What follows belongs to an exercise in optimizing a design on an open flow for small area; a production flow would make more cautious choices. RTL that was checked went through simulation tests only; none was proved equivalent to the original. Function not checked in run 2: the RTL went through the layout flow alone. No activity file was given, so power comes from the tool's default toggle rates.

## flow/design.v (module list and top-level ports; edited modules follow where they fit)
// module exec_controller: 1395 lines
module exec_controller #(
    parameter int OPCODE_WIDTH = 15,
    parameter int PC_WIDTH     = 9,
    parameter int STACK_WIDTH  = 255,
    parameter int STACK_DEPTH  = 127
) (
    input  logic                   clk,
    input  logic                   rst,
    input  logic                   run,
    input  logic [OPCODE_WIDTH:0]  rom_data,
    input  logic [STACK_WIDTH:0]   top0,
    input  logic [STACK_WIDTH:0]   top1,
    output logic                   pc_load_sig,
    output logic                   pc_inc_sig,
    output logic [PC_WIDTH:0]      pc_load_val,
    output logic                   stack_push_sig,
    output logic [STACK_WIDTH:0]   stack_push_data,
    output logic [2:0]             stack_pop_sig,
    output logic [7:0]             depth,
    output logic                   halted,
    output logic                   fault
);
  // ...
==> flow/flow/run.sh <==
#!/bin/bash
# Standard ORFS layout, with three changes: Yosys's synth runs without its early generic ABC
# pass (SYNTH_ARGS=-noabc; the full ABC mapping after adder extraction still runs), the port
# buffers are the smallest plain buffer (buf_1) instead of the delay cell buffer_ports picks by
# default, and after global routing non-critical gates are sized down (power/area recovery).
set -euo pipefail
bash standard.sh \
  SYNTH_ARGS=-noabc \
  BUFFER_PORTS_ARGS="-buffer_cell sky130_fd_sc_hd__buf_1" \
  RECOVER_POWER=100 \
  finish > standard.log 2>&1
==> flow/standard.sh <==
#!/bin/bash
# synth_recipe.tcl (not shown) runs the flow's synth.tcl, then flattens the netlist and writes it again
# the make line also repeats each setting of config.mk as NAME=value (left out here)
make -C /OpenROAD-flow-scripts/flow DESIGN_CONFIG=/design/flow/config.mk WORK_HOME=/design/flow/orfs CLKGATE_MAP_FILE= SYNTH_SCRIPT=/design/flow/synth_recipe.tcl "${@:-finish}"
==> flow/config.mk <==
export PLATFORM = sky130hd
export DESIGN_NAME = exec_controller
export DESIGN_NICKNAME = exec_controller
export VERILOG_FILES = /design/flow/design.v
export SDC_FILE = /design/flow/constraint.sdc
export NUM_CORES = 4
export LEC_CHECK = 0
export CAP_MARGIN = 0
export CORE_MARGIN = 2
export CORE_UTILIZATION = 25
export CTS_BUF_LIST = sky130_fd_sc_hd__clkbuf_2 sky130_fd_sc_hd__clkbuf_4
export SETUP_SLACK_MARGIN = 0
export SLEW_MARGIN = 0
==> flow/constraint.sdc <==
create_clock -name core_clock -period 14.0 [get_ports {clk}]
set_input_delay 2.8000 -clock core_clock [delete_from_list [all_inputs] [get_ports {clk}]]
set_output_delay 2.8000 -clock core_clock [all_outputs]
set_load 0.01 [all_outputs]
==> results.py, run 1 <==
metrics = {
    "setup_path": {
        "slowest_stage": "fa_1",
        "reg2regPathDepth": 8,
        "cp_slowest_stage_delay_ns": 0.49,
    },
    "cts": {
        "clk_pin_slew_ns": 0.07,
        "htreeDepth": 1,
    },
    "pwr": {
        "power-top-group": "combinational logic",
        "pwr_density_cell_nw_per_um2": 57.7,
        "p_int_uw": 426,
    },
    "yosys": {
        "synth_area_um2": 14200,
        "syn-instance-count": 1702,
        "syn_avg_cell_area_um2": 8.35,
    },
    "cells_and_area": {
        "n_antenna_cell": 13,
        "seq-cell-share_pct": 1.52,
        "inv_count": 24,
        "multiInputGateArea_um2": 13400,
        "nonClkBufAreaFrac_pct": 18.4,
        "n_all_buffers": 840,
        "clock_area_share_pct": 0.166,
    },
    "detailed_routing": {
        "m1WireLength_mm": 29.3,
        "post_drt_via_cell_ratio": 4.87,
    },
    "timing": {
        "worst_pin_slew_ns": 3.13,
        "hold_viol": 0,
        "fmax_mhz": 73.9,
        "finalMaxSlewViolations": 76,
    },
    "status": {
        "status": "failed layout checks",
        "violatedChecks": "max-capacitance violations, max-slew violations",
    },
    "grt": {
        "grt_use_met3_pct": 5.64,
        "antenna_found_initial": 19,
    },
    "flow_run": {
        "max_cap_viol_count": 1,
    },
    "floorplan": {
        "rows": 87,
    },
}
==> run 2: changes to the inputs <==
--- a/flow/design.v
+++ b/flow/design.v
@@ -719,644 +719,577 @@
     assign s0_31[5] = a[253] ^ b[253] ^ c31[5];
     assign c31[6] = (a[253] & b[253]) | (c31[5] & (a[253] ^ b[253]));
     assign s0_31[6] = a[254] ^ b[254] ^ c31[6];
     assign c31[7] = (a[254] & b[254]) | (c31[6] & (a[254] ^ b[254]));
     assign s0_31[7] = a[255] ^ b[255] ^ c31[7];
     assign c31[8] = (a[255] & b[255]) | (c31[7] & (a[255] ^ b[255]));
     assign bg[31] = c31[8];
     assign bp[31] = &s0_31;
-    wire [31:0] g_l0, p_l0;
-    assign g_l0[0] = bg[0];
-    assign p_l0[0] = bp[0];
-    assign g_l0[1] = bg[1] | (bp[1] & bg[0]);
-    assign p_l0[1] = bp[1] & bp[0];
-    assign g_l0[2] = bg[2];
-    assign p_l0[2] = bp[2];
-    assign g_l0[3] = bg[3] | (bp[3] & bg[2]);
-    assign p_l0[3] = bp[3] & bp[2];
-    assign g_l0[4] = bg[4];
-    assign p_l0[4] = bp[4];
-    assign g_l0[5] = bg[5] | (bp[5] & bg[4]);
-    assign p_l0[5] = bp[5] & bp[4];
-    assign g_l0[6] = bg[6];
-    assign p_l0[6] = bp[6];
-    assign g_l0[7] = bg[7] | (bp[7] & bg[6]);
-    assign p_l0[7] = bp[7] & bp[6];
-    assign g_l0[8] = bg[8];
-    assign p_l0[8] = bp[8];
-    assign g_l0[9] = bg[9] | (bp[9] & bg[8]);
-    assign p_l0[9] = bp[9] & bp[8];
-    assign g_l0[10] = bg[10];
-    assign p_l0[10] = bp[10];
-    assign g_l0[11] = bg[11] | (bp[11] & bg[10]);
-    assign p_l0[11] = bp[11] & bp[10];
-    assign g_l0[12] = bg[12];
-    assign p_l0[12] = bp[12];
-    assign g_l0[13] = bg[13] | (bp[13] & bg[12]);
-    assign p_l0[13] = bp[13] & bp[12];
-    assign g_l0[14] = bg[14];
-    assign p_l0[14] = bp[14];
-    assign g_l0[15] = bg[15] | (bp[15] & bg[14]);
-    assign p_l0[15] = bp[15] & bp[14];
-    assign g_l0[16] = bg[16];
-    assign p_l0[16] = bp[16];
-    assign g_l0[17] = bg[17] | (bp[17] & bg[16]);
-    assign p_l0[17] = bp[17] & bp[16];
-    assign g_l0[18] = bg[18];
-    assign p_l0[18] = bp[18];
-    assign g_l0[19] = bg[19] | (bp[19] & bg[18]);
-    assign p_l0[19] = bp[19] & bp[18];
-    assign g_l0[20] = bg[20];
-    assign p_l0[20] = bp[20];
-    assign g_l0[21] = bg[21] | (bp[21] & bg[20]);
-    assign p_l0[21] = bp[21] & bp[20];
-    assign g_l0[22] = bg[22];
-    assign p_l0[22] = bp[22];
-    assign g_l0[23] = bg[23] | (bp[23] & bg[22]);
-    assign p_l0[23] = bp[23] & bp[22];
-    assign g_l0[24] = bg[24];
-    assign p_l0[24] = bp[24];
-    assign g_l0[25] = bg[25] | (bp[25] & bg[24]);
-    assign p_l0[25] = bp[25] & bp[24];
-    assign g_l0[26] = bg[26];
-    assign p_l0[26] = bp[26];
-    assign g_l0[27] = bg[27] | (bp[27] & bg[26]);
-    assign p_l0[27] = bp[27] & bp[26];
-    assign g_l0[28] = bg[28];
-    assign p_l0[28] = bp[28];
-    assign g_l0[29] = bg[29] | (bp[29] & bg[28]);
-    assign p_l0[29] = bp[29] & bp[28];
-    assign g_l0[30] = bg[30];
-    assign p_l0[30] = bp[30];
-    assign g_l0[31] = bg[31] | (bp[31] & bg[30]);
-    assign p_l0[31] = bp[31] & bp[30];
-    wire [31:0] g_l1, p_l1;
-    assign g_l1[0] = g_l0[0];
-    assign p_l1[0] = p_l0[0];
-    assign g_l1[1] = g_l0[1];
-    assign p_l1[1] = p_l0[1];
-    assign g_l1[2] = g_l0[2] | (p_l0[2] & g_l0[1]);
-    assign p_l1[2] = p_l0[2] & p_l0[1];
-    assign g_l1[3] = g_l0[3] | (p_l0[3] & g_l0[1]);
-    assign p_l1[3] = p_l0[3] & p_l0[1];
-    assign g_l1[4] = g_l0[4];
-    assign p_l1[4] = p_l0[4];
-    assign g_l1[5] = g_l0[5];
-    assign p_l1[5] = p_l0[5];
-    assign g_l1[6] = g_l0[6] | (p_l0[6] & g_l0[5]);
-    assign p_l1[6] = p_l0[6] & p_l0[5];
-    assign g_l1[7] = g_l0[7] | (p_l0[7] & g_l0[5]);
-    assign p_l1[7] = p_l0[7] & p_l0[5];
-    assign g_l1[8] = g_l0[8];
-    assign p_l1[8] = p_l0[8];
-    assign g_l1[9] = g_l0[9];
-    assign p_l1[9] = p_l0[9];
-    assign g_l1[10] = g_l0[10] | (p_l0[10] & g_l0[9]);
-    assign p_l1[10] = p_l0[10] & p_l0[9];
-    assign g_l1[11] = g_l0[11] | (p_l0[11] & g_l0[9]);
-    assign p_l1[11] = p_l0[11] & p_l0[9];
-    assign g_l1[12] = g_l0[12];
-    assign p_l1[12] = p_l0[12];
-    assign g_l1[13] = g_l0[13];
-    assign p_l1[13] = p_l0[13];
-    assign g_l1[14] = g_l0[14] | (p_l0[14] & g_l0[13]);
-    assign p_l1[14] = p_l0[14] & p_l0[13];
-    assign g_l1[15] = g_l0[15] | (p_l0[15] & g_l0[13]);
-    assign p_l1[15] = p_l0[15] & p_l0[13];
-    assign g_l1[16] = g_l0[16];
-    assign p_l1[16] = p_l0[16];
-    assign g_l1[17] = g_l0[17];
-    assign p_l1[17] = p_l0[17];
-    assign g_l1[18] = g_l0[18] | (p_l0[18] & g_l0[17]);
-    assign p_l1[18] = p_l0[18] & p_l0[17];
-    assign g_l1[19] = g_l0[19] | (p_l0[19] & g_l0[17]);
-    assign p_l1[19] = p_l0[19] & p_l0[17];
-    assign g_l1[20] = g_l0[20];
-    assign p_l1[20] = p_l0[20];
-    assign g_l1[21] = g_l0[21];
-    assign p_l1[21] = p_l0[21];
-    assign g_l1[22] = g_l0[22] | (p_l0[22] & g_l0[21]);
-    assign p_l1[22] = p_l0[22] & p_l0[21];
-    assign g_l1[23] = g_l0[23] | (p_l0[23] & g_l0[21]);
-    assign p_l1[23] = p_l0[23] & p_l0[21];
-    assign g_l1[24] = g_l0[24];
-    assign p_l1[24] = p_l0[24];
-    assign g_l1[25] = g_l0[25];
-    assign p_l1[25] = p_l0[25];
-    assign g_l1[26] = g_l0[26] | (p_l0[26] & g_l0[25]);
-    assign p_l1[26] = p_l0[26] & p_l0[25];
-    assign g_l1[27] = g_l0[27] | (p_l0[27] & g_l0[25]);
-    assign p_l1[27] = p_l0[27] & p_l0[25];
-    assign g_l1[28] = g_l0[28];
-    assign p_l1[28] = p_l0[28];
-    assign g_l1[29] = g_l0[29];
-    assign p_l1[29] = p_l0[29];
-    assign g_l1[30] = g_l0[30] | (p_l0[30] & g_l0[29]);
-    assign p_l1[30] = p_l0[30] & p_l0[29];
-    assign g_l1[31] = g_l0[31] | (p_l0[31] & g_l0[29]);
-    assign p_l1[31] = p_l0[31] & p_l0[29];
-    wire [31:0] g_l2, p_l2;
-    assign g_l2[0] = g_l1[0];
-    assign p_l2[0] = p_l1[0];
-    assign g_l2[1] = g_l1[1];
-    assign p_l2[1] = p_l1[1];
-    assign g_l2[2] = g_l1[2];
-    assign p_l2[2] = p_l1[2];
-    assign g_l2[3] = g_l1[3];
-    assign p_l2[3] = p_l1[3];
-    assign g_l2[4] = g_l1[4] | (p_l1[4] & g_l1[3]);
-    assign p_l2[4] = p_l1[4] & p_l1[3];
-    assign g_l2[5] = g_l1[5] | (p_l1[5] & g_l1[3]);
-    assign p_l2[5] = p_l1[5] & p_l1[3];
-    assign g_l2[6] = g_l1[6] | (p_l1[6] & g_l1[3]);
-    assign p_l2[6] = p_l1[6] & p_l1[3];
-    assign g_l2[7] = g_l1[7] | (p_l1[7] & g_l1[3]);
-    assign p_l2[7] = p_l1[7] & p_l1[3];
-    assign g_l2[8] = g_l1[8];
-    assign p_l2[8] = p_l1[8];
-    assign g_l2[9] = g_l1[9];
-    assign p_l2[9] = p_l1[9];
-    assign g_l2[10] = g_l1[10];
-    assign p_l2[10] = p_l1[10];
-    assign g_l2[11] = g_l1[11];
-    assign p_l2[11] = p_l1[11];
-    assign g_l2[12] = g_l1[12] | (p_l1[12] & g_l1[11]);
-    assign p_l2[12] = p_l1[12] & p_l1[11];
-    assign g_l2[13] = g_l1[13] | (p_l1[13] & g_l1[11]);
-    assign p_l2[13] = p_l1[13] & p_l1[11];
-    assign g_l2[14] = g_l1[14] | (p_l1[14] & g_l1[11]);
-    assign p_l2[14] = p_l1[14] & p_l1[11];
-    assign g_l2[15] = g_l1[15] | (p_l1[15] & g_l1[11]);
-    assign p_l2[15] = p_l1[15] & p_l1[11];
-    assign g_l2[16] = g_l1[16];
-    assign p_l2[16] = p_l1[16];
-    assign g_l2[17] = g_l1[17];
-    assign p_l2[17] = p_l1[17];
-    assign g_l2[18] = g_l1[18];
-    assign p_l2[18] = p_l1[18];
-    assign g_l2[19] = g_l1[19];
-    assign p_l2[19] = p_l1[19];
-    assign g_l2[20] = g_l1[20] | (p_l1[20] & g_l1[19]);
-    assign p_l2[20] = p_l1[20] & p_l1[19];
-    assign g_l2[21] = g_l1[21] | (p_l1[21] & g_l1[19]);
-    assign p_l2[21] = p_l1[21] & p_l1[19];
-    assign g_l2[22] = g_l1[22] | (p_l1[22] & g_l1[19]);
-    assign p_l2[22] = p_l1[22] & p_l1[19];
-    assign g_l2[23] = g_l1[23] | (p_l1[23] & g_l1[19]);
-    assign p_l2[23] = p_l1[23] & p_l1[19];
-    assign g_l2[24] = g_l1[24];
-    assign p_l2[24] = p_l1[24];
-    assign g_l2[25] = g_l1[25];
-    assign p_l2[25] = p_l1[25];
-    assign g_l2[26] = g_l1[26];
-    assign p_l2[26] = p_l1[26];
-    assign g_l2[27] = g_l1[27];
-    assign p_l2[27] = p_l1[27];
-    assign g_l2[28] = g_l1[28] | (p_l1[28] & g_l1[27]);
-    assign p_l2[28] = p_l1[28] & p_l1[27];
-    assign g_l2[29] = g_l1[29] | (p_l1[29] & g_l1[27]);
-    assign p_l2[29] = p_l1[29] & p_l1[27];
-    assign g_l2[30] = g_l1[30] | (p_l1[30] & g_l1[27]);
-    assign p_l2[30] = p_l1[30] & p_l1[27];
-    assign g_l2[31] = g_l1[31] | (p_l1[31] & g_l1[27]);
-    assign p_l2[31] = p_l1[31] & p_l1[27];
-    wire [31:0] g_l3, p_l3;
-    assign g_l3[0] = g_l2[0];
-    assign p_l3[0] = p_l2[0];
-    assign g_l3[1] = g_l2[1];
-    assign p_l3[1] = p_l2[1];
-    assign g_l3[2] = g_l2[2];
-    assign p_l3[2] = p_l2[2];
-    assign g_l3[3] = g_l2[3];
-    assign p_l3[3] = p_l2[3];
-    assign g_l3[4] = g_l2[4];
-    assign p_l3[4] = p_l2[4];
-    assign g_l3[5] = g_l2[5];
-    assign p_l3[5] = p_l2[5];
-    assign g_l3[6] = g_l2[6];
-    assign p_l3[6] = p_l2[6];
-    assign g_l3[7] = g_l2[7];
-    assign p_l3[7] = p_l2[7];
-    assign g_l3[8] = g_l2[8] | (p_l2[8] & g_l2[7]);
-    assign p_l3[8] = p_l2[8] & p_l2[7];
-    assign g_l3[9] = g_l2[9] | (p_l2[9] & g_l2[7]);
-    assign p_l3[9] = p_l2[9] & p_l2[7];
-    assign g_l3[10] = g_l2[10] | (p_l2[10] & g_l2[7]);
-    assign p_l3[10] = p_l2[10] & p_l2[7];
-    assign g_l3[11] = g_l2[11] | (p_l2[11] & g_l2[7]);
-    assign p_l3[11] = p_l2[11] & p_l2[7];
-    assign g_l3[12] = g_l2[12] | (p_l2[12] & g_l2[7]);
-    assign p_l3[12] = p_l2[12] & p_l2[7];
-    assign g_l3[13] = g_l2[13] | (p_l2[13] & g_l2[7]);
-    assign p_l3[13] = p_l2[13] & p_l2[7];
-    assign g_l3[14] = g_l2[14] | (p_l2[14] & g_l2[7]);
-    assign p_l3[14] = p_l2[14] & p_l2[7];
-    assign g_l3[15] = g_l2[15] | (p_l2[15] & g_l2[7]);
-    assign p_l3[15] = p_l2[15] & p_l2[7];
-    assign g_l3[16] = g_l2[16];
-    assign p_l3[16] = p_l2[16];
-    assign g_l3[17] = g_l2[17];
-    assign p_l3[17] = p_l2[17];
-    assign g_l3[18] = g_l2[18];
-    assign p_l3[18] = p_l2[18];
-    assign g_l3[19] = g_l2[19];
-    assign p_l3[19] = p_l2[19];
-    assign g_l3[20] = g_l2[20];
-    assign p_l3[20] = p_l2[20];
-    assign g_l3[21] = g_l2[21];
-    assign p_l3[21] = p_l2[21];
-    assign g_l3[22] = g_l2[22];
-    assign p_l3[22] = p_l2[22];
-    assign g_l3[23] = g_l2[23];
-    assign p_l3[23] = p_l2[23];
-    assign g_l3[24] = g_l2[24] | (p_l2[24] & g_l2[23]);
-    assign p_l3[24] = p_l2[24] & p_l2[23];
-    assign g_l3[25] = g_l2[25] | (p_l2[25] & g_l2[23]);
-    assign p_l3[25] = p_l2[25] & p_l2[23];
-    assign g_l3[26] = g_l2[26] | (p_l2[26] & g_l2[23]);
-    assign p_l3[26] = p_l2[26] & p_l2[23];
-    assign g_l3[27] = g_l2[27] | (p_l2[27] & g_l2[23]);
-    assign p_l3[27] = p_l2[27] & p_l2[23];
-    assign g_l3[28] = g_l2[28] | (p_l2[28] & g_l2[23]);
-    assign p_l3[28] = p_l2[28] & p_l2[23];
-    assign g_l3[29] = g_l2[29] | (p_l2[29] & g_l2[23]);
-    assign p_l3[29] = p_l2[29] & p_l2[23];
-    assign g_l3[30] = g_l2[30] | (p_l2[30] & g_l2[23]);
-    assign p_l3[30] = p_l2[30] & p_l2[23];
-    assign g_l3[31] = g_l2[31] | (p_l2[31] & g_l2[23]);
-    assign p_l3[31] = p_l2[31] & p_l2[23];
-    wire [31:0] g_l4, p_l4;
-    assign g_l4[0] = g_l3[0];
-    assign p_l4[0] = p_l3[0];
-    assign g_l4[1] = g_l3[1];
-    assign p_l4[1] = p_l3[1];
-    assign g_l4[2] = g_l3[2];
-    assign p_l4[2] = p_l3[2];
-    assign g_l4[3] = g_l3[3];
-    assign p_l4[3] = p_l3[3];
-    assign g_l4[4] = g_l3[4];
-    assign p_l4[4] = p_l3[4];
-    assign g_l4[5] = g_l3[5];
-    assign p_l4[5] = p_l3[5];
-    assign g_l4[6] = g_l3[6];
-    assign p_l4[6] = p_l3[6];
-    assign g_l4[7] = g_l3[7];
-    assign p_l4[7] = p_l3[7];
-    assign g_l4[8] = g_l3[8];
-    assign p_l4[8] = p_l3[8];
-    assign g_l4[9] = g_l3[9];
-    assign p_l4[9] = p_l3[9];
-    assign g_l4[10] = g_l3[10];
-    assign p_l4[10] = p_l3[10];
-    assign g_l4[11] = g_l3[11];
-    assign p_l4[11] = p_l3[11];
-    assign g_l4[12] = g_l3[12];
-    assign p_l4[12] = p_l3[12];
-    assign g_l4[13] = g_l3[13];
-    assign p_l4[13] = p_l3[13];
-    assign g_l4[14] = g_l3[14];
-    assign p_l4[14] = p_l3[14];
-    assign g_l4[15] = g_l3[15];
-    assign p_l4[15] = p_l3[15];
-    assign g_l4[16] = g_l3[16] | (p_l3[16] & g_l3[15]);
-    assign p_l4[16] = p_l3[16] & p_l3[15];
-    assign g_l4[17] = g_l3[17] | (p_l3[17] & g_l3[15]);
-    assign p_l4[17] = p_l3[17] & p_l3[15];
-    assign g_l4[18] = g_l3[18] | (p_l3[18] & g_l3[15]);
-    assign p_l4[18] = p_l3[18] & p_l3[15];
-    assign g_l4[19] = g_l3[19] | (p_l3[19] & g_l3[15]);
-    assign p_l4[19] = p_l3[19] & p_l3[15];
-    assign g_l4[20] = g_l3[20] | (p_l3[20] & g_l3[15]);
-    assign p_l4[20] = p_l3[20] & p_l3[15];
-    assign g_l4[21] = g_l3[21] | (p_l3[21] & g_l3[15]);
-    assign p_l4[21] = p_l3[21] & p_l3[15];
-    assign g_l4[22] = g_l3[22] | (p_l3[22] & g_l3[15]);
-    assign p_l4[22] = p_l3[22] & p_l3[15];
-    assign g_l4[23] = g_l3[23] | (p_l3[23] & g_l3[15]);
-    assign p_l4[23] = p_l3[23] & p_l3[15];
-    assign g_l4[24] = g_l3[24] | (p_l3[24] & g_l3[15]);
-    assign p_l4[24] = p_l3[24] & p_l3[15];
-    assign g_l4[25] = g_l3[25] | (p_l3[25] & g_l3[15]);
-    assign p_l4[25] = p_l3[25] & p_l3[15];
-    assign g_l4[26] = g_l3[26] | (p_l3[26] & g_l3[15]);
-    assign p_l4[26] = p_l3[26] & p_l3[15];
-    assign g_l4[27] = g_l3[27] | (p_l3[27] & g_l3[15]);
-    assign p_l4[27] = p_l3[27] & p_l3[15];
-    assign g_l4[28] = g_l3[28] | (p_l3[28] & g_l3[15]);
-    assign p_l4[28] = p_l3[28] & p_l3[15];
-    assign g_l4[29] = g_l3[29] | (p_l3[29] & g_l3[15]);
-    assign p_l4[29] = p_l3[29] & p_l3[15];
-    assign g_l4[30] = g_l3[30] | (p_l3[30] & g_l3[15]);
-    assign p_l4[30] = p_l3[30] & p_l3[15];
-    assign g_l4[31] = g_l3[31] | (p_l3[31] & g_l3[15]);
-    assign p_l4[31] = p_l3[31] & p_l3[15];
-    assign cout = g_l4[31];
+    wire pg1 = bg[1] | (bp[1] & bg[0]);
+    wire pp1 = bp[1] & bp[0];
+    wire pg2 = bg[2] | (bp[2] & bg[1]);
+    wire pp2 = bp[2] & bp[1];
+    wire pg3 = bg[3] | (bp[3] & bg[2]);
+    wire pp3 = bp[3] & bp[2];
+    wire pg4 = bg[4] | (bp[4] & bg[3]);
+    wire pp4 = bp[4] & bp[3];
+    wire pg5 = bg[5] | (bp[5] & bg[4]);
+    wire pp5 = bp[5] & bp[4];
+    wire pg6 = bg[6] | (bp[6] & bg[5]);
+    wire pp6 = bp[6] & bp[5];
+    wire pg7 = bg[7] | (bp[7] & bg[6]);
+    wire pp7 = bp[7] & bp[6];
+    wire pg8 = bg[8] | (bp[8] & bg[7]);
+    wire pp8 = bp[8] & bp[7];
+    wire pg9 = bg[9] | (bp[9] & bg[8]);
+    wire pp9 = bp[9] & bp[8];
+    wire pg10 = bg[10] | (bp[10] & bg[9]);
+    wire pp10 = bp[10] & bp[9];
+    wire pg11 = bg[11] | (bp[11] & bg[10]);
+    wire pp11 = bp[11] & bp[10];
+    wire pg12 = bg[12] | (bp[12] & bg[11]);
+    wire pp12 = bp[12] & bp[11];
+    wire pg13 = bg[13] | (bp[13] & bg[12]);
+    wire pp13 = bp[13] & bp[12];
+    wire pg14 = bg[14] | (bp[14] & bg[13]);
+    wire pp14 = bp[14] & bp[13];
+    wire pg15 = bg[15] | (bp[15] & bg[14]);
+    wire pp15 = bp[15] & bp[14];
+    wire pg16 = bg[16] | (bp[16] & bg[15]);
+    wire pp16 = bp[16] & bp[15];
+    wire pg17 = bg[17] | (bp[17] & bg[16]);
+    wire pp17 = bp[17] & bp[16];
+    wire pg18 = bg[18] | (bp[18] & bg[17]);
+    wire pp18 = bp[18] & bp[17];
+    wire pg19 = bg[19] | (bp[19] & bg[18]);
+    wire pp19 = bp[19] & bp[18];
+    wire pg20 = bg[20] | (bp[20] & bg[19]);
+    wire pp20 = bp[20] & bp[19];
+    wire pg21 = bg[21] | (bp[21] & bg[20]);
+    wire pp21 = bp[21] & bp[20];
+    wire pg22 = bg[22] | (bp[22] & bg[21]);
+    wire pp22 = bp[22] & bp[21];
+    wire pg23 = bg[23] | (bp[23] & bg[22]);
+    wire pp23 = bp[23] & bp[22];
+    wire pg24 = bg[24] | (bp[24] & bg[23]);
+    wire pp24 = bp[24] & bp[23];
+    wire pg25 = bg[25] | (bp[25] & bg[24]);
+    wire pp25 = bp[25] & bp[24];
+    wire pg26 = bg[26] | (bp[26] & bg[25]);
+    wire pp26 = bp[26] & bp[25];
+    wire pg27 = bg[27] | (bp[27] & bg[26]);
+    wire pp27 = bp[27] & bp[26];
+    wire pg28 = bg[28] | (bp[28] & bg[27]);
+    wire pp28 = bp[28] & bp[27];
+    wire pg29 = bg[29] | (bp[29] & bg[28]);
+    wire pp29 = bp[29] & bp[28];
+    wire pg30 = bg[30] | (bp[30] & bg[29]);
+    wire pp30 = bp[30] & bp[29];
+    wire pg31 = bg[31] | (bp[31] & bg[30]);
+    wire pp31 = bp[31] & bp[30];
+    wire pg32 = pg2 | (pp2 & bg[0]);
+    wire pp32 = pp2 & bp[0];
+    wire pg33 = pg3 | (pp3 & pg1);
+    wire pp33 = pp3 & pp1;
+    wire pg34 = pg4 | (pp4 & pg2);
+    wire pp34 = pp4 & pp2;
+    wire pg35 = pg5 | (pp5 & pg3);
+    wire pp35 = pp5 & pp3;
+    wire pg36 = pg6 | (pp6 & pg4);
+    wire pp36 = pp6 & pp4;
+    wire pg37 = pg7 | (pp7 & pg5);
+    wire pp37 = pp7 & pp5;
+    wire pg38 = pg8 | (pp8 & pg6);
+    wire pp38 = pp8 & pp6;
+    wire pg39 = pg9 | (pp9 & pg7);
+    wire pp39 = pp9 & pp7;
+    wire pg40 = pg10 | (pp10 & pg8);
+    wire pp40 = pp10 & pp8;
+    wire pg41 = pg11 | (pp11 & pg9);
+    wire pp41 = pp11 & pp9;
+    wire pg42 = pg12 | (pp12 & pg10);
+    wire pp42 = pp12 & pp10;
+    wire pg43 = pg13 | (pp13 & pg11);
+    wire pp43 = pp13 & pp11;
+    wire pg44 = pg14 | (pp14 & pg12);
+    wire pp44 = pp14 & pp12;
+    wire pg45 = pg15 | (pp15 & pg13);
+    wire pp45 = pp15 & pp13;
+    wire pg46 = pg16 | (pp16 & pg14);
+    wire pp46 = pp16 & pp14;
+    wire pg47 = pg17 | (pp17 & pg15);
+    wire pp47 = pp17 & pp15;
+    wire pg48 = pg18 | (pp18 & pg16);
+    wire pp48 = pp18 & pp16;
+    wire pg49 = pg19 | (pp19 & pg17);
+    wire pp49 = pp19 & pp17;
+    wire pg50 = pg20 | (pp20 & pg18);
+    wire pp50 = pp20 & pp18;
+    wire pg51 = pg21 | (pp21 & pg19);
+    wire pp51 = pp21 & pp19;
+    wire pg52 = pg22 | (pp22 & pg20);
+    wire pp52 = pp22 & pp20;
+    wire pg53 = pg23 | (pp23 & pg21);
+    wire pp53 = pp23 & pp21;
+    wire pg54 = pg24 | (pp24 & pg22);
+    wire pp54 = pp24 & pp22;
+    wire pg55 = pg25 | (pp25 & pg23);
+    wire pp55 = pp25 & pp23;
+    wire pg56 = pg26 | (pp26 & pg24);
+    wire pp56 = pp26 & pp24;
+    wire pg57 = pg27 | (pp27 & pg25);
+    wire pp57 = pp27 & pp25;
+    wire pg58 = pg28 | (pp28 & pg26);
+    wire pp58 = pp28 & pp26;
+    wire pg59 = pg29 | (pp29 & pg27);
+    wire pp59 = pp29 & pp27;
+    wire pg60 = pg30 | (pp30 & pg28);
+    wire pp60 = pp30 & pp28;
+    wire pg61 = pg31 | (pp31 & pg29);
+    wire pp61 = pp31 & pp29;
+    wire pg62 = pg34 | (pp34 & bg[0]);
+    wire pp62 = pp34 & bp[0];
+    wire pg63 = pg35 | (pp35 & pg1);
+    wire pp63 = pp35 & pp1;
+    wire pg64 = pg36 | (pp36 & pg32);
+    wire pp64 = pp36 & pp32;
+    wire pg65 = pg37 | (pp37 & pg33);
+    wire pp65 = pp37 & pp33;
+    wire pg66 = pg38 | (pp38 & pg34);
+    wire pp66 = pp38 & pp34;
+    wire pg67 = pg39 | (pp39 & pg35);
+    wire pp67 = pp39 & pp35;
+    wire pg68 = pg40 | (pp40 & pg36);
+    wire pp68 = pp40 & pp36;
+    wire pg69 = pg41 | (pp41 & pg37);
+    wire pp69 = pp41 & pp37;
+    wire pg70 = pg42 | (pp42 & pg38);
+    wire pp70 = pp42 & pp38;
+    wire pg71 = pg43 | (pp43 & pg39);
+    wire pp71 = pp43 & pp39;
+    wire pg72 = pg44 | (pp44 & pg40);
+    wire pp72 = pp44 & pp40;
+    wire pg73 = pg45 | (pp45 & pg41);
+    wire pp73 = pp45 & pp41;
+    wire pg74 = pg46 | (pp46 & pg42);
+    wire pp74 = pp46 & pp42;
+    wire pg75 = pg47 | (pp47 & pg43);
+    wire pp75 = pp47 & pp43;
+    wire pg76 = pg48 | (pp48 & pg44);
+    wire pp76 = pp48 & pp44;
+    wire pg77 = pg49 | (pp49 & pg45);
+    wire pp77 = pp49 & pp45;
+    wire pg78 = pg50 | (pp50 & pg46);
+    wire pp78 = pp50 & pp46;
+    wire pg79 = pg51 | (pp51 & pg47);
+    wire pp79 = pp51 & pp47;
+    wire pg80 = pg52 | (pp52 & pg48);
+    wire pp80 = pp52 & pp48;
+    wire pg81 = pg53 | (pp53 & pg49);
+    wire pp81 = pp53 & pp49;
+    wire pg82 = pg54 | (pp54 & pg50);
+    wire pp82 = pp54 & pp50;
+    wire pg83 = pg55 | (pp55 & pg51);
+    wire pp83 = pp55 & pp51;
+    wire pg84 = pg56 | (pp56 & pg52);
+    wire pp84 = pp56 & pp52;
+    wire pg85 = pg57 | (pp57 & pg53);
+    wire pp85 = pp57 & pp53;
+    wire pg86 = pg58 | (pp58 & pg54);
+    wire pp86 = pp58 & pp54;
+    wire pg87 = pg59 | (pp59 & pg55);
+    wire pp87 = pp59 & pp55;
+    wire pg88 = pg60 | (pp60 & pg56);
+    wire pp88 = pp60 & pp56;
+    wire pg89 = pg61 | (pp61 & pg57);
+    wire pp89 = pp61 & pp57;
+    wire pg90 = pg66 | (pp66 & bg[0]);
+    wire pp90 = pp66 & bp[0];
+    wire pg91 = pg67 | (pp67 & pg1);
+    wire pp91 = pp67 & pp1;
+    wire pg92 = pg68 | (pp68 & pg32);
+    wire pp92 = pp68 & pp32;
+    wire pg93 = pg69 | (pp69 & pg33);
+    wire pp93 = pp69 & pp33;
+    wire pg94 = pg70 | (pp70 & pg62);
+    wire pp94 = pp70 & pp62;
+    wire pg95 = pg71 | (pp71 & pg63);
+    wire pp95 = pp71 & pp63;
+    wire pg96 = pg72 | (pp72 & pg64);
+    wire pp96 = pp72 & pp64;
+    wire pg97 = pg73 | (pp73 & pg65);
+    wire pp97 = pp73 & pp65;
+    wire pg98 = pg74 | (pp74 & pg66);
+    wire pp98 = pp74 & pp66;
+    wire pg99 = pg75 | (pp75 & pg67);
+    wire pp99 = pp75 & pp67;
+    wire pg100 = pg76 | (pp76 & pg68);
+    wire pp100 = pp76 & pp68;
+    wire pg101 = pg77 | (pp77 & pg69);
+    wire pp101 = pp77 & pp69;
+    wire pg102 = pg78 | (pp78 & pg70);
+    wire pp102 = pp78 & pp70;
+    wire pg103 = pg79 | (pp79 & pg71);
+    wire pp103 = pp79 & pp71;
+    wire pg104 = pg80 | (pp80 & pg72);
+    wire pp104 = pp80 & pp72;
+    wire pg105 = pg81 | (pp81 & pg73);
+    wire pp105 = pp81 & pp73;
+    wire pg106 = pg82 | (pp82 & pg74);
+    wire pp106 = pp82 & pp74;
+    wire pg107 = pg83 | (pp83 & pg75);
+    wire pp107 = pp83 & pp75;
+    wire pg108 = pg84 | (pp84 & pg76);
+    wire pp108 = pp84 & pp76;
+    wire pg109 = pg85 | (pp85 & pg77);
+    wire pp109 = pp85 & pp77;
+    wire pg110 = pg86 | (pp86 & pg78);
+    wire pp110 = pp86 & pp78;
+    wire pg111 = pg87 | (pp87 & pg79);
+    wire pp111 = pp87 & pp79;
+    wire pg112 = pg88 | (pp88 & pg80);
+    wire pp112 = pp88 & pp80;
+    wire pg113 = pg89 | (pp89 & pg81);
+    wire pp113 = pp89 & pp81;
+    wire pg114 = pg98 | (pp98 & bg[0]);
+    wire pp114 = pp98 & bp[0];
+    wire pg115 = pg99 | (pp99 & pg1);
+    wire pp115 = pp99 & pp1;
+    wire pg116 = pg100 | (pp100 & pg32);
+    wire pp116 = pp100 & pp32;
+    wire pg117 = pg101 | (pp101 & pg33);
+    wire pp117 = pp101 & pp33;
+    wire pg118 = pg102 | (pp102 & pg62);
+    wire pp118 = pp102 & pp62;
+    wire pg119 = pg103 | (pp103 & pg63);
+    wire pp119 = pp103 & pp63;
+    wire pg120 = pg104 | (pp104 & pg64);
+    wire pp120 = pp104 & pp64;
+    wire pg121 = pg105 | (pp105 & pg65);
+    wire pp121 = pp105 & pp65;
+    wire pg122 = pg106 | (pp106 & pg90);
+    wire pp122 = pp106 & pp90;
+    wire pg123 = pg107 | (pp107 & pg91);
+    wire pp123 = pp107 & pp91;
+    wire pg124 = pg108 | (pp108 & pg92);
+    wire pp124 = pp108 & pp92;
+    wire pg125 = pg109 | (pp109 & pg93);
+    wire pp125 = pp109 & pp93;
+    wire pg126 = pg110 | (pp110 & pg94);
+    wire pp126 = pp110 & pp94;
+    wire pg127 = pg111 | (pp111 & pg95);
+    wire pp127 = pp111 & pp95;
+    wire pg128 = pg112 | (pp112 & pg96);
+    wire pp128 = pp112 & pp96;
+    wire pg129 = pg113 | (pp113 & pg97);
+    wire pp129 = pp113 & pp97;
+    assign cout = pg129;
     wire [7:0] x1;
-    assign x1[0] = g_l4[0];
+    assign x1[0] = bg[0];
     assign x1[1] = x1[0] & s0_1[0];
     assign x1[2] = x1[1] & s0_1[1];
     assign x1[3] = x1[2] & s0_1[2];
     assign x1[4] = x1[3] & s0_1[3];
     assign x1[5] = x1[4] & s0_1[4];
     assign x1[6] = x1[5] & s0_1[5];
     assign x1[7] = x1[6] & s0_1[6];
     assign s[15:8] = s0_1 ^ x1;
     wire [7:0] x2;
-    assign x2[0] = g_l4[1];
+    assign x2[0] = pg1;
     assign x2[1] = x2[0] & s0_2[0];
     assign x2[2] = x2[1] & s0_2[1];
     assign x2[3] = x2[2] & s0_2[2];
     assign x2[4] = x2[3] & s0_2[3];
     assign x2[5] = x2[4] & s0_2[4];
     assign x2[6] = x2[5] & s0_2[5];
     assign x2[7] = x2[6] & s0_2[6];
     assign s[23:16] = s0_2 ^ x2;
     wire [7:0] x3;
-    assign x3[0] = g_l4[2];
+    assign x3[0] = pg32;
     assign x3[1] = x3[0] & s0_3[0];
     assign x3[2] = x3[1] & s0_3[1];
     assign x3[3] = x3[2] & s0_3[2];
     assign x3[4] = x3[3] & s0_3[3];
     assign x3[5] = x3[4] & s0_3[4];
     assign x3[6] = x3[5] & s0_3[5];
     assign x3[7] = x3[6] & s0_3[6];
     assign s[31:24] = s0_3 ^ x3;
     wire [7:0] x4;
-    assign x4[0] = g_l4[3];
+    assign x4[0] = pg33;
     assign x4[1] = x4[0] & s0_4[0];
     assign x4[2] = x4[1] & s0_4[1];
     assign x4[3] = x4[2] & s0_4[2];
     assign x4[4] = x4[3] & s0_4[3];
     assign x4[5] = x4[4] & s0_4[4];
     assign x4[6] = x4[5] & s0_4[5];
     assign x4[7] = x4[6] & s0_4[6];
     assign s[39:32] = s0_4 ^ x4;
     wire [7:0] x5;
-    assign x5[0] = g_l4[4];
+    assign x5[0] = pg62;
     assign x5[1] = x5[0] & s0_5[0];
     assign x5[2] = x5[1] & s0_5[1];
     assign x5[3] = x5[2] & s0_5[2];
     assign x5[4] = x5[3] & s0_5[3];
     assign x5[5] = x5[4] & s0_5[4];
     assign x5[6] = x5[5] & s0_5[5];
     assign x5[7] = x5[6] & s0_5[6];
     assign s[47:40] = s0_5 ^ x5;
     wire [7:0] x6;
-    assign x6[0] = g_l4[5];
+    assign x6[0] = pg63;
     assign x6[1] = x6[0] & s0_6[0];
     assign x6[2] = x6[1] & s0_6[1];
     assign x6[3] = x6[2] & s0_6[2];
     assign x6[4] = x6[3] & s0_6[3];
     assign x6[5] = x6[4] & s0_6[4];
     assign x6[6] = x6[5] & s0_6[5];
     assign x6[7] = x6[6] & s0_6[6];
     assign s[55:48] = s0_6 ^ x6;
     wire [7:0] x7;
-    assign x7[0] = g_l4[6];
+    assign x7[0] = pg64;
     assign x7[1] = x7[0] & s0_7[0];
     assign x7[2] = x7[1] & s0_7[1];
     assign x7[3] = x7[2] & s0_7[2];
     assign x7[4] = x7[3] & s0_7[3];
     assign x7[5] = x7[4] & s0_7[4];
     assign x7[6] = x7[5] & s0_7[5];
     assign x7[7] = x7[6] & s0_7[6];
     assign s[63:56] = s0_7 ^ x7;
     wire [7:0] x8;
-    assign x8[0] = g_l4[7];
+    assign x8[0] = pg65;
     assign x8[1] = x8[0] & s0_8[0];
     assign x8[2] = x8[1] & s0_8[1];
     assign x8[3] = x8[2] & s0_8[2];
     assign x8[4] = x8[3] & s0_8[3];
     assign x8[5] = x8[4] & s0_8[4];
     assign x8[6] = x8[5] & s0_8[5];
     assign x8[7] = x8[6] & s0_8[6];
     assign s[71:64] = s0_8 ^ x8;
     wire [7:0] x9;
-    assign x9[0] = g_l4[8];
+    assign x9[0] = pg90;
     assign x9[1] = x9[0] & s0_9[0];
     assign x9[2] = x9[1] & s0_9[1];
     assign x9[3] = x9[2] & s0_9[2];
     assign x9[4] = x9[3] & s0_9[3];
     assign x9[5] = x9[4] & s0_9[4];
     assign x9[6] = x9[5] & s0_9[5];
     assign x9[7] = x9[6] & s0_9[6];
     assign s[79:72] = s0_9 ^ x9;
     wire [7:0] x10;
-    assign x10[0] = g_l4[9];
+    assign x10[0] = pg91;
     assign x10[1] = x10[0] & s0_10[0];
     assign x10[2] = x10[1] & s0_10[1];
     assign x10[3] = x10[2] & s0_10[2];
     assign x10[4] = x10[3] & s0_10[3];
     assign x10[5] = x10[4] & s0_10[4];
     assign x10[6] = x10[5] & s0_10[5];
     assign x10[7] = x10[6] & s0_10[6];
     assign s[87:80] = s0_10 ^ x10;
     wire [7:0] x11;
-    assign x11[0] = g_l4[10];
+    assign x11[0] = pg92;
     assign x11[1] = x11[0] & s0_11[0];
     assign x11[2] = x11[1] & s0_11[1];
     assign x11[3] = x11[2] & s0_11[2];
     assign x11[4] = x11[3] & s0_11[3];
     assign x11[5] = x11[4] & s0_11[4];
     assign x11[6] = x11[5] & s0_11[5];
     assign x11[7] = x11[6] & s0_11[6];
     assign s[95:88] = s0_11 ^ x11;
     wire [7:0] x12;
-    assign x12[0] = g_l4[11];
+    assign x12[0] = pg93;
     assign x12[1] = x12[0] & s0_12[0];
     assign x12[2] = x12[1] & s0_12[1];
     assign x12[3] = x12[2] & s0_12[2];
     assign x12[4] = x12[3] & s0_12[3];
     assign x12[5] = x12[4] & s0_12[4];
     assign x12[6] = x12[5] & s0_12[5];
     assign x12[7] = x12[6] & s0_12[6];
     assign s[103:96] = s0_12 ^ x12;
     wire [7:0] x13;
-    assign x13[0] = g_l4[12];
+    assign x13[0] = pg94;
     assign x13[1] = x13[0] & s0_13[0];
     assign x13[2] = x13[1] & s0_13[1];
     assign x13[3] = x13[2] & s0_13[2];
     assign x13[4] = x13[3] & s0_13[3];
     assign x13[5] = x13[4] & s0_13[4];
     assign x13[6] = x13[5] & s0_13[5];
     assign x13[7] = x13[6] & s0_13[6];
     assign s[111:104] = s0_13 ^ x13;
     wire [7:0] x14;
-    assign x14[0] = g_l4[13];
+    assign x14[0] = pg95;
     assign x14[1] = x14[0] & s0_14[0];
     assign x14[2] = x14[1] & s0_14[1];
     assign x14[3] = x14[2] & s0_14[2];
     assign x14[4] = x14[3] & s0_14[3];
     assign x14[5] = x14[4] & s0_14[4];
     assign x14[6] = x14[5] & s0_14[5];
     assign x14[7] = x14[6] & s0_14[6];
     assign s[119:112] = s0_14 ^ x14;
     wire [7:0] x15;
-    assign x15[0] = g_l4[14];
+    assign x15[0] = pg96;
     assign x15[1] = x15[0] & s0_15[0];
     assign x15[2] = x15[1] & s0_15[1];
     assign x15[3] = x15[2] & s0_15[2];
     assign x15[4] = x15[3] & s0_15[3];
     assign x15[5] = x15[4] & s0_15[4];
     assign x15[6] = x15[5] & s0_15[5];
     assign x15[7] = x15[6] & s0_15[6];
     assign s[127:120] = s0_15 ^ x15;
     wire [7:0] x16;
-    assign x16[0] = g_l4[15];
+    assign x16[0] = pg97;
     assign x16[1] = x16[0] & s0_16[0];
     assign x16[2] = x16[1] & s0_16[1];
     assign x16[3] = x16[2] & s0_16[2];
     assign x16[4] = x16[3] & s0_16[3];
     assign x16[5] = x16[4] & s0_16[4];
     assign x16[6] = x16[5] & s0_16[5];
     assign x16[7] = x16[6] & s0_16[6];
     assign s[135:128] = s0_16 ^ x16;
     wire [7:0] x17;
-    assign x17[0] = g_l4[16];
+    assign x17[0] = pg114;
     assign x17[1] = x17[0] & s0_17[0];
     assign x17[2] = x17[1] & s0_17[1];
     assign x17[3] = x17[2] & s0_17[2];
     assign x17[4] = x17[3] & s0_17[3];
     assign x17[5] = x17[4] & s0_17[4];
     assign x17[6] = x17[5] & s0_17[5];
     assign x17[7] = x17[6] & s0_17[6];
     assign s[143:136] = s0_17 ^ x17;
     wire [7:0] x18;
-    assign x18[0] = g_l4[17];
+    assign x18[0] = pg115;
     assign x18[1] = x18[0] & s0_18[0];
     assign x18[2] = x18[1] & s0_18[1];
     assign x18[3] = x18[2] & s0_18[2];
     assign x18[4] = x18[3] & s0_18[3];
     assign x18[5] = x18[4] & s0_18[4];
     assign x18[6] = x18[5] & s0_18[5];
     assign x18[7] = x18[6] & s0_18[6];
     assign s[151:144] = s0_18 ^ x18;
     wire [7:0] x19;
-    assign x19[0] = g_l4[18];
+    assign x19[0] = pg116;
     assign x19[1] = x19[0] & s0_19[0];
     assign x19[2] = x19[1] & s0_19[1];
     assign x19[3] = x19[2] & s0_19[2];
     assign x19[4] = x19[3] & s0_19[3];
     assign x19[5] = x19[4] & s0_19[4];
     assign x19[6] = x19[5] & s0_19[5];
     assign x19[7] = x19[6] & s0_19[6];
     assign s[159:152] = s0_19 ^ x19;
     wire [7:0] x20;
-    assign x20[0] = g_l4[19];
+    assign x20[0] = pg117;
     assign x20[1] = x20[0] & s0_20[0];
     assign x20[2] = x20[1] & s0_20[1];
     assign x20[3] = x20[2] & s0_20[2];
     assign x20[4] = x20[3] & s0_20[3];
     assign x20[5] = x20[4] & s0_20[4];
     assign x20[6] = x20[5] & s0_20[5];
     assign x20[7] = x20[6] & s0_20[6];
     assign s[167:160] = s0_20 ^ x20;
     wire [7:0] x21;
-    assign x21[0] = g_l4[20];
+    assign x21[0] = pg118;
     assign x21[1] = x21[0] & s0_21[0];
     assign x21[2] = x21[1] & s0_21[1];
     assign x21[3] = x21[2] & s0_21[2];
     assign x21[4] = x21[3] & s0_21[3];
     assign x21[5] = x21[4] & s0_21[4];
     assign x21[6] = x21[5] & s0_21[5];
     assign x21[7] = x21[6] & s0_21[6];
     assign s[175:168] = s0_21 ^ x21;
     wire [7:0] x22;
-    assign x22[0] = g_l4[21];
+    assign x22[0] = pg119;
     assign x22[1] = x22[0] & s0_22[0];
     assign x22[2] = x22[1] & s0_22[1];
     assign x22[3] = x22[2] & s0_22[2];
     assign x22[4] = x22[3] & s0_22[3];
     assign x22[5] = x22[4] & s0_22[4];
     assign x22[6] = x22[5] & s0_22[5];
     assign x22[7] = x22[6] & s0_22[6];
     assign s[183:176] = s0_22 ^ x22;
     wire [7:0] x23;
-    assign x23[0] = g_l4[22];
+    assign x23[0] = pg120;
     assign x23[1] = x23[0] & s0_23[0];
     assign x23[2] = x23[1] & s0_23[1];
     assign x23[3] = x23[2] & s0_23[2];
     assign x23[4] = x23[3] & s0_23[3];
     assign x23[5] = x23[4] & s0_23[4];
     assign x23[6] = x23[5] & s0_23[5];
     assign x23[7] = x23[6] & s0_23[6];
     assign s[191:184] = s0_23 ^ x23;
     wire [7:0] x24;
-    assign x24[0] = g_l4[23];
+    assign x24[0] = pg121;
     assign x24[1] = x24[0] & s0_24[0];
     assign x24[2] = x24[1] & s0_24[1];
     assign x24[3] = x24[2] & s0_24[2];
     assign x24[4] = x24[3] & s0_24[3];
     assign x24[5] = x24[4] & s0_24[4];
     assign x24[6] = x24[5] & s0_24[5];
     assign x24[7] = x24[6] & s0_24[6];
     assign s[199:192] = s0_24 ^ x24;
     wire [7:0] x25;
-    assign x25[0] = g_l4[24];
+    assign x25[0] = pg122;
     assign x25[1] = x25[0] & s0_25[0];
     assign x25[2] = x25[1] & s0_25[1];
     assign x25[3] = x25[2] & s0_25[2];
     assign x25[4] = x25[3] & s0_25[3];
     assign x25[5] = x25[4] & s0_25[4];
     assign x25[6] = x25[5] & s0_25[5];
     assign x25[7] = x25[6] & s0_25[6];
     assign s[207:200] = s0_25 ^ x25;
     wire [7:0] x26;
-    assign x26[0] = g_l4[25];
+    assign x26[0] = pg123;
     assign x26[1] = x26[0] & s0_26[0];
     assign x26[2] = x26[1] & s0_26[1];
     assign x26[3] = x26[2] & s0_26[2];
     assign x26[4] = x26[3] & s0_26[3];
     assign x26[5] = x26[4] & s0_26[4];
     assign x26[6] = x26[5] & s0_26[5];
     assign x26[7] = x26[6] & s0_26[6];
     assign s[215:208] = s0_26 ^ x26;
     wire [7:0] x27;
-    assign x27[0] = g_l4[26];
+    assign x27[0] = pg124;
     assign x27[1] = x27[0] & s0_27[0];
     assign x27[2] = x27[1] & s0_27[1];
     assign x27[3] = x27[2] & s0_27[2];
     assign x27[4] = x27[3] & s0_27[3];
     assign x27[5] = x27[4] & s0_27[4];
     assign x27[6] = x27[5] & s0_27[5];
     assign x27[7] = x27[6] & s0_27[6];
     assign s[223:216] = s0_27 ^ x27;
     wire [7:0] x28;
-    assign x28[0] = g_l4[27];
+    assign x28[0] = pg125;
     assign x28[1] = x28[0] & s0_28[0];
     assign x28[2] = x28[1] & s0_28[1];
     assign x28[3] = x28[2] & s0_28[2];
     assign x28[4] = x28[3] & s0_28[3];
     assign x28[5] = x28[4] & s0_28[4];
     assign x28[6] = x28[5] & s0_28[5];
     assign x28[7] = x28[6] & s0_28[6];
     assign s[231:224] = s0_28 ^ x28;
     wire [7:0] x29;
-    assign x29[0] = g_l4[28];
+    assign x29[0] = pg126;
     assign x29[1] = x29[0] & s0_29[0];
     assign x29[2] = x29[1] & s0_29[1];
     assign x29[3] = x29[2] & s0_29[2];
     assign x29[4] = x29[3] & s0_29[3];
     assign x29[5] = x29[4] & s0_29[4];
     assign x29[6] = x29[5] & s0_29[5];
     assign x29[7] = x29[6] & s0_29[6];
     assign s[239:232] = s0_29 ^ x29;
     wire [7:0] x30;
-    assign x30[0] = g_l4[29];
+    assign x30[0] = pg127;
     assign x30[1] = x30[0] & s0_30[0];
     assign x30[2] = x30[1] & s0_30[1];
     assign x30[3] = x30[2] & s0_30[2];
     assign x30[4] = x30[3] & s0_30[3];
     assign x30[5] = x30[4] & s0_30[4];
     assign x30[6] = x30[5] & s0_30[5];
     assign x30[7] = x30[6] & s0_30[6];
     assign s[247:240] = s0_30 ^ x30;
     wire [7:0] x31;
-    assign x31[0] = g_l4[30];
+    assign x31[0] = pg128;
     assign x31[1] = x31[0] & s0_31[0];
     assign x31[2] = x31[1] & s0_31[1];
     assign x31[3] = x31[2] & s0_31[2];
     assign x31[4] = x31[3] & s0_31[3];
     assign x31[5] = x31[4] & s0_31[4];
     assign x31[6] = x31[5] & s0_31[5];
     assign x31[7] = x31[6] & s0_31[6];
     assign s[255:248] = s0_31 ^ x31;
==> flow/flow/run.sh (replaced) <==
#!/bin/bash
# Standard ORFS layout, with two changes: the port buffers are the smallest plain buffer
# (buf_1) instead of the delay cell buffer_ports picks by default, and after global routing
# non-critical gates are sized down (power/area recovery).
set -euo pipefail
bash standard.sh \
  BUFFER_PORTS_ARGS="-buffer_cell sky130_fd_sc_hd__buf_1" \
  RECOVER_POWER=100 \
  finish > standard.log 2>&1
==> run 2 against run 1 <==
The run now finishes clean. Critical path depth fell by 1. Worst hold slack got worse by 0.014 ns. Die area is 3.0% higher. Via count grew 6.7%.
==> results.py, run 2 <==
metrics = {
    "cts": {
        "clk_latency_ns": 0.27,
        "cts_setup_buffers": 0,
        "cts.hold.buffers_added": 0,
        "cts_buffer_depth": 2,
        "numCtsBuffers": 3,
        "clk_pin_slew_ns": 0.08,
        "root_buffer": "clkbuf_4",
        "htreeDepth": 1,
        "clock-sinks": 11,
        "cts_tree": "built",
    },
    "cells_and_area": {
        "largest_reg_flops": 8,
        "reg.largest.list": "depth_q: 8 flops, state_q: 3 flops",
        "drive_above_1_share_pct": 2.90,
        "final_common_cell": "buf_1",
        "syn_to_final_growth_pct": 28.6,
        "regMostFlops": "depth_q",
        "layout.cells.non_filler": 3338,
        "final_cell_mix": "buf_1, nand2_1, ha_1, o21ai_0, fa_1",
        "fin_nets": 3560,
    },
    "grt": {
        "antenna_found_initial": 30,
        "grt_pass1_wl_mm": 108,
        "grt_usage_pct": 24.0,
        "overflow": 0,
        "grt_max_degree": 219,
        "grt_pass1_vias": 16400,
    },
    "yosys": {
        "syn-instance-count": 1795,
        "yosysTopAreaCellShare_pct": 30.8,
        "yosysSeqAreaShare_pct": 1.88,
        "syn_avg_cell_area_um2": 8.15,
        "yosysWarnings": 1,
        "ys_top_cells_by_count": "nand2_1, ha_1, o21ai_0, fa_1, and3_1",
        "synth.most_common_cell": "nand2_1",
        "synth_area_um2": 14600,
        "synth_edf_count": 0,
        "async_reset_ff_share_pct": 100,
        "synthFlopType": "dfrtp_1",
        "yosys.area.top_type": "fa_1",
        "yosysUniqueCellTypes": 60,
        "syn-num-nets": 2803,
        "ys_ff_latch": 11,
        "synthTopCellsByArea": "fa_1, ha_1, and3_1, o21ai_0, nand2_1",
    },
    "detailed_routing": {
        "drc_errors": 0,
        "post_drt_via_cell_ratio": 4.98,
        "drt_pass1_iterations": 5,
        "vias": 16600,
        "routed_wl_mm": 76.0,
        "drt_iter0_drc": 851,
        "ant_nets": 0,
        "routedWlPerCell_um": 22.8,
    },
    "setup_path": {
        "critical_path.max_fanout": 31,
        "slowest_stage": "fa_1",
        "critPathKind": "in2out",
        "cp-end-kind": "output port",
        "critPathArrivalTime_ns": 10.80,
        "crit_required_ns": 11.20,
        "cp_slowest_stage_delay_ns": 0.45,
        "cp-start-kind": "primary input",
    },
    "floorplan": {
        "die_height_um": 246,
        "io_pins": 813,
        "die_w_um": 246,
        "core_area_um2": 57800,
        "initial_core_util_pct": 25.3,
        "die-area_um2": 60500,
        "rows": 88,
    },
    "flow_run": {
        "max_cap_viol_count": 0,
    },
    "timing": {
        "fmax_mhz": 73.5,
        "post-route-period-util_pct": 97.2,
        "worst_pin_slew_ns": 1.18,
        "max_slew_margin_pct": 21.1,
        "min_period_ns": 13.60,
        "hold_viol": 0,
        "setup_ws_ns": 0.396,
        "setup_viol": 0,
        "finalMaxSlewViolations": 0,
        "skew_ns": 0.000259,
        "rsz0062_at_grt": "false",
        "setup_tns_ns": 0,
    },
    "placed_design": {
        "io_buffers": 811,
        "dp.cells": 3312,
        "hpwlAfterDp_mm": 67.0,
        "globalplace.congestion": 0.982,
        "post-place-ws_ns": 0.0908,
    },
    "status": {
        "status": "timing/DRC/antenna clean",
    },
    "pwr": {
        "p_leak_uw": 0.00874,
        "ir_drop_v": 0.0000604,
        "pwr_density_cell_nw_per_um2": 52.0,
        "total_power_uw": 979,
    },
    "hold_path": {
        "min_path_type": "reg2reg",
    },
}
-- run 2: layout make-up --
cell class	count	area, um^2
Clock buffer	4	30.0
Antenna cell	22	55.1
Tap cell	765	957
Inverter	83	312
Fill cell	6404	39000
Multi-Input combinational cell	1584	13600
Sequential cell	11	275
Timing Repair Buffer	869	3560
-- run 2: cells by family (layout without fill, tap and decap cells) --
| logic type | Yosys count | in the layout | synth area share [%] |
|---|---|---|---|
| flops | 11 | 11 | 1.88 |
| mux | 1 | 1 | 0.0684 |
| xor+xnor | 40 | 40 | 2.39 |
| buf+inv | 200 | 956 | 5.28 |
| other cells | 1 | 23 | 0.0256 |
| simple gates | 708 | 708 | 24.5 |
| fa+ha+maj | 477 | 477 | 52.3 |
| compound gates | 357 | 357 | 13.5 |
-- run 2: timing repair --
item                                    4_1_cts  5_1_grt
endpoints found under the setup margin        0       14
hold endpoints to repair                      0        0
gates resized for setup                       0        2
-- run 2: path summary, 6_finish.rpt --
kind	from	end	slack (ns)	cells past startpoint
hold / removal	state_q[0]	state_q[2]	0.45	1
max in group asynchronous	rst	depth_q[3]	11.16	2
setup reg to reg	depth_q[1]	depth_q[5]	10.15	11
hold reg to reg	state_q[0]	state_q[2]	0.45	1
setup / recovery	rom_data[12]	stack_push_data[159]	0.40	32
min in group asynchronous	rst	depth_q[5]	2.51	2
-- run 2: through the flow --
| stage | util, % | hold slack [ns] | cell area, um^2 |
|---|---|---|---|
| 3_3_place_gp | 32.4 | 0.448 | 18700 |
| 4_1_cts | 32.5 | 0.455 | 18800 |
| 5_1_grt | 32.5 | 0.489 | 18800 |
| 2_1_floorplan | - | 0.427 | 14600 |
| 3_5_place_dp | 32.4 | 0.443 | 18700 |
| 6_report | 32.5 | 0.453 | 18800 |
-- run 2: power by group --
group	total (uW)	switching [uW]	internal (uW)
registers	69.5	24.4	45.1
logic	885	533	352
clock network	24.5	11.5	13.0
total	979	569	410
-- run 2: critical path: cells and delay by family --
family	cells	cell delay [ns]
AOI/OAI and AO/OA	7	1.79
xor gates and xnor gates	1	0.24
buffers and inverters	6	1.05
adders and majority gates	14	4.12
and+or+nand+nor	4	0.77
-- run 2: metal layers --
layer	part of all wire, %	global-route usage (%)	wire length (um)	vias to the layer above
li1	-	-	-	7824
met1	39	28.6	29500	7880
met2	50	42.1	38200	787
met3	6.7	3.93	5120	128
met4	4.1	10.8	3100	8
met5	0.062	0	47	-

[afterwards: timing with drivers on the ports]
Ports are ideal in the flow. The routed layouts listed here were re-timed in OpenROAD. Step 1 assumes that a clkbuf_16 drives the clock port and a buf_2 every other input. Step 2, shift: input delay + t, output delay - t, t = (earliest + latest rising clock arrival at the registers) / 2. This alone moves slack from input paths to output paths. a / b / c = ideal ports / drivers / drivers and shift; a / b = the first two.
| run | t (ns) | setup WS [ns] | hold WS [ns] | worst setup path after step 2 | worst slew at a driven data input, ns |
|---|---|---|---|---|---|
| run 1 | 0.295 | 0.461 / 0.415 / 0.415 | 0.467 / 0.467 / 0.467 | input to output | 0.28 |
| run 2 | 0.306 | 0.396 / 0.367 / 0.367 | 0.453 / 0.453 / 0.453 | input to output | 0.19 |
For run 1, which loses most, drivers alone change the setup slack by -0.046 ns; drivers and shift together by -0.046 ns.
